This is an optimization exercise on Yosys and OpenROAD, whose aim is small area, not a production implementation.
The RTL was checked by simulation tests, not by an equivalence proof against the original design.
The clock port is modelled as an ideal driver; clocking choices that lean on that would not hold on a real chip.
No activity file was given, so power comes from the tool's default toggle rates.

## willow
## f2h_stream
module f2h_stream (
	input  wire         pll0_clock0,
	input  wire         master_reset_n,
	input  wire         apb_psel,
	input  wire         apb_penable,
	input  wire         apb_pwrite,
	input  wire [3:0]   apb_paddr,
	input  wire [31:0]  apb_pwdata,
	input  wire         aw_ready,
	input  wire         w_ready,
	input  wire [7:0]   b_id,
	input  wire [1:0]   b_resp,
	input  wire         b_valid,
	output logic [31:0] apb_prdata,
	output logic        apb_pready,
	output logic        apb_pslverr,
	output logic [7:0]  aw_id,
	output logic [31:0] aw_addr,
	output logic [3:0]  aw_len,
	output logic [2:0]  aw_size,
	output logic [1:0]  aw_burst,
	output logic [1:0]  aw_lock,
	output logic [3:0]  aw_cache,
	output logic [2:0]  aw_prot,
	output logic [4:0]  aw_user,
	output logic        aw_valid,
	output logic [7:0]  w_id,
	output logic [31:0] w_data,
	output logic [3:0]  w_strb,
	output logic        w_last,
	output logic        w_valid,
	output logic        b_ready,
	output logic        irq
);
	assign aw_id    = 8'd0;
	assign aw_size  = 3'd2;
	assign aw_burst = 2'b01;
	assign aw_lock  = 2'b00;
	assign aw_cache = 4'b1111;
	assign aw_prot  = 3'b000;
	assign aw_user  = 5'b11111;
	assign w_id     = 8'd0;
	assign w_strb   = 4'b1111;
	logic        wr;
	logic        mapped;
	logic [1:0]  rdy_reg;
	logic [31:0] addr_reg;
	logic [31:2] len_reg;        
	logic        addr_wr;        
	logic        len_wr;         
	logic        fill_done;
	logic        busy;
	logic        rdy_index;
	assign wr     = apb_penable && apb_pwrite;
	assign mapped = apb_paddr[1:0] == 2'd0;
	always_ff @(posedge pll0_clock0 or negedge master_reset_n) begin
		if (!master_reset_n) begin
			rdy_reg <= 2'd0;
			addr_wr <= 1'b0;
			len_wr  <= 1'b0;
		end else if (wr) begin
  ...
For scale: ~570 cells after synthesis, roughly 6500 um2 of cells after synthesis.
==> flow/config.mk <==
export PLATFORM = sky130hd
export DESIGN_NAME = f2h_stream
export DESIGN_NICKNAME = f2h_stream
export VERILOG_FILES = /design/flow/design.v
export SDC_FILE = /design/flow/constraint.sdc
export NUM_CORES = 4
export LEC_CHECK = 0
export CAP_MARGIN = 20
export CORE_MARGIN = 2
export CORE_UTILIZATION = 40
export SLEW_MARGIN = 20
==> flow/constraint.sdc <==
create_clock -name core_clock -period 8.0 [get_ports {pll0_clock0}]
set_input_delay 1.6000 -clock core_clock [delete_from_list [all_inputs] [get_ports {pll0_clock0}]]
set_output_delay 1.6000 -clock core_clock [all_outputs]
set_load 0.01 [all_outputs]
standard.sh (not shown) runs the stock make flow with config.mk's settings and CLKGATE_MAP_FILE= SYNTH_SCRIPT=/design/flow/synth_recipe.tcl, a recipe that flattens the netlist after the stock synthesis.
==> flow/flow/run.sh <==
#!/bin/bash
# Own layout flow: the standard synthesis unchanged, then the
# standard ORFS steps with these changes to how the layout is made:
#  - port buffers use the smallest buffer cell (buf_1),
#  - constant outputs keep synthesis's single tie cell per value
#    instead of one tie cell per port,
#  - clock tree: a clkbuf_16 root and clkbuf_4 branches, no dummy loads;
#    after CTS, branches whose clock pins see a slow slew become
#    clkbuf_8 (flow/post_cts.tcl).
set -euo pipefail
bash standard.sh synth > synth.log 2>&1
bash standard.sh \
	"BUFFER_PORTS_ARGS=-buffer_cell sky130_fd_sc_hd__buf_1" \
	SKIP_REPAIR_TIE_FANOUT=1 \
	"CTS_ARGS=-sink_clustering_enable -repair_clock_nets -dont_use_dummy_load -root_buf sky130_fd_sc_hd__clkbuf_16 -buf_list sky130_fd_sc_hd__clkbuf_4" \
	"POST_CTS_TCL=$PWD/flow/post_cts.tcl" \
	finish > layout.log 2>&1
==> flow/flow/post_cts.tcl <==
# Upsize the clock tree's clkbuf_4 branch buffers whose flip-flop clock
# pins see a slow slew, then legalize the placement again.
estimate_parasitics -placement
set upsized 0
foreach inst [get_cells -filter "ref_name == sky130_fd_sc_hd__clkbuf_4"] {
  set net [get_nets -of_objects [get_pins [get_name $inst]/X]]
  set worst 0
  foreach pin [get_pins -of_objects $net -filter "direction == input"] {
    foreach edge {rise fall} {
      set s [get_property $pin slew_max_$edge]
      if {$s > $worst} { set worst $s }
    }
  }
  if {$worst > 0.115} {
    puts "upsize [get_name $inst]: clock pin slew [format %.3f $worst]"
    replace_cell $inst sky130_fd_sc_hd__clkbuf_8
    incr upsized
  }
}
puts "Upsized $upsized clock buffers"
if {$upsized > 0} {
  detailed_placement
  check_placement -verbose
}
Edits applied to the flow inputs when going from willow to onyx:
diff --git a/flow/flow/post_cts.tcl b/flow/flow/post_cts.tcl
--- a/flow/flow/post_cts.tcl
+++ b/flow/flow/post_cts.tcl
@@ -14 +14 @@
-  if {$worst > 0.115} {
+  if {$worst > 0.100} {
Results
- onyx reached the end of the flow, and the finished layout is clean on the timing, DRC and antenna checks.
- Utilization willow -> onyx: up
- onyx against willow: synthesis-to-layout area growth now sits higher, relative max-transition margin picked up an extra 0.51 points, total power shows an increase of 1.8%, wire length per cell barely changed, post-route fraction of the period consumed by the critical path roughly the same.
- Looking only at final critical-path required period, and setting everything else aside, the lower value of onyx and willow goes to onyx.
- onyx and willow ended up with nearly the same routed wire length.
Input-level comparison between xenon and onyx:
diff --git a/flow/flow/run.sh b/flow/flow/run.sh
--- a/flow/flow/run.sh
+++ b/flow/flow/run.sh
@@ -9 +9 @@
-#    clkbuf_8 (flow/post_cts.tcl).
+#    clkbuf_8 (flow/post_cts.tcl);
diff --git a/flow/flow/post_cts.tcl b/flow/flow/post_cts.tcl
--- a/flow/flow/post_cts.tcl
+++ b/flow/flow/post_cts.tcl
@@ -14 +14 @@
-  if {$worst > 0.100} {
+  if {$worst > 0.115} {
diff --git a/flow/config.mk b/flow/config.mk
--- a/flow/config.mk
+++ b/flow/config.mk
@@ -8 +8 @@
-export CAP_MARGIN = 20
+export CAP_MARGIN = 5
@@ -11 +11 @@
-export SLEW_MARGIN = 20
+export SLEW_MARGIN = 5
==> comparison <==
- Comparing the two runs side by side, xenon comes out ahead of onyx on minimum clock period after layout.
- Taking onyx as the reference, in xenon synthesis-to-finish area growth -0.81 points, share of the core filled with cells -0.33 points, global-route wire length before repair ~0 delta.
- On sequential power, xenon and onyx are neck and neck.
- xenon completed; timing, DRC and antenna clean
- ~same fraction of the cycle the final worst path needs in xenon and onyx
Changes in garnet relative to xenon:
diff --git a/flow/flow/run.sh b/flow/flow/run.sh
--- a/flow/flow/run.sh
+++ b/flow/flow/run.sh
@@ -3 +3 @@
-# standard ORFS steps with these changes to how the layout is made:
+# standard ORFS steps with three changes to how the layout is made:
@@ -7,3 +7 @@
-#  - clock tree: a clkbuf_16 root and clkbuf_4 branches, no dummy loads;
-#    after CTS, branches whose clock pins see a slow slew become
-#    clkbuf_8 (flow/post_cts.tcl);
+#  - clock tree: a clkbuf_16 root and clkbuf_4 branches, no dummy loads.
@@ -16 +13,0 @@
-	"POST_CTS_TCL=$PWD/flow/post_cts.tcl" \
diff --git a/flow/config.mk b/flow/config.mk
--- a/flow/config.mk
+++ b/flow/config.mk
@@ -8 +8 @@
-export CAP_MARGIN = 5
+export CAP_MARGIN = 20
@@ -11 +11 @@
-export SLEW_MARGIN = 5
+export SLEW_MARGIN = 20
removed: flow/flow/post_cts.tcl
Notes after the runs:
Total routed wirelength (higher): garnet
As far as maximum frequency is concerned, xenon and garnet perform about the same.
garnet against xenon: placed standard-cell area now sits at about the same level; iteration-0 DRC count of the detailed router has decreased; via count saw little to no change.
The final layout from garnet, which completed every stage, passed the timing, DRC and antenna checks at the end of the flow.

re-timing with driven ports:
No port has a modelled driver above. Below, the same layouts with a new extraction and two added sets of constraints. Step 1 sets driving cells, clkbuf_16 on the clock port and buf_2 on the other inputs (assumed; they add their load-dependent delay and slew). Step 2 also shifts input and output timing later by t, the mid clock arrival at the registers, as if the neighbouring blocks saw the same clock. a / b / c = no drivers / after step 1 / after step 2; a / b = the first two.
run | t (ns) | setup WS [ns] | clock arrival spread, ns | slew at the worst register clock pin (ns) | cell pins on the clock port's net
willow | 0.395 | 0.750 / 0.750 / 0.750 | 0.037 / 0.037 | 0.11 / 0.11 | 1
onyx | 0.391 | 0.756 / 0.756 / 0.756 | 0.032 / 0.032 | 0.10 / 0.10 | 1
xenon | 0.394 | 0.760 / 0.760 / 0.760 | 0.037 / 0.036 | 0.11 / 0.11 | 1
garnet | 0.393 | 0.754 / 0.754 / 0.754 | 0.039 / 0.039 | 0.12 / 0.12 | 1
After both steps every run listed still meets setup and hold.
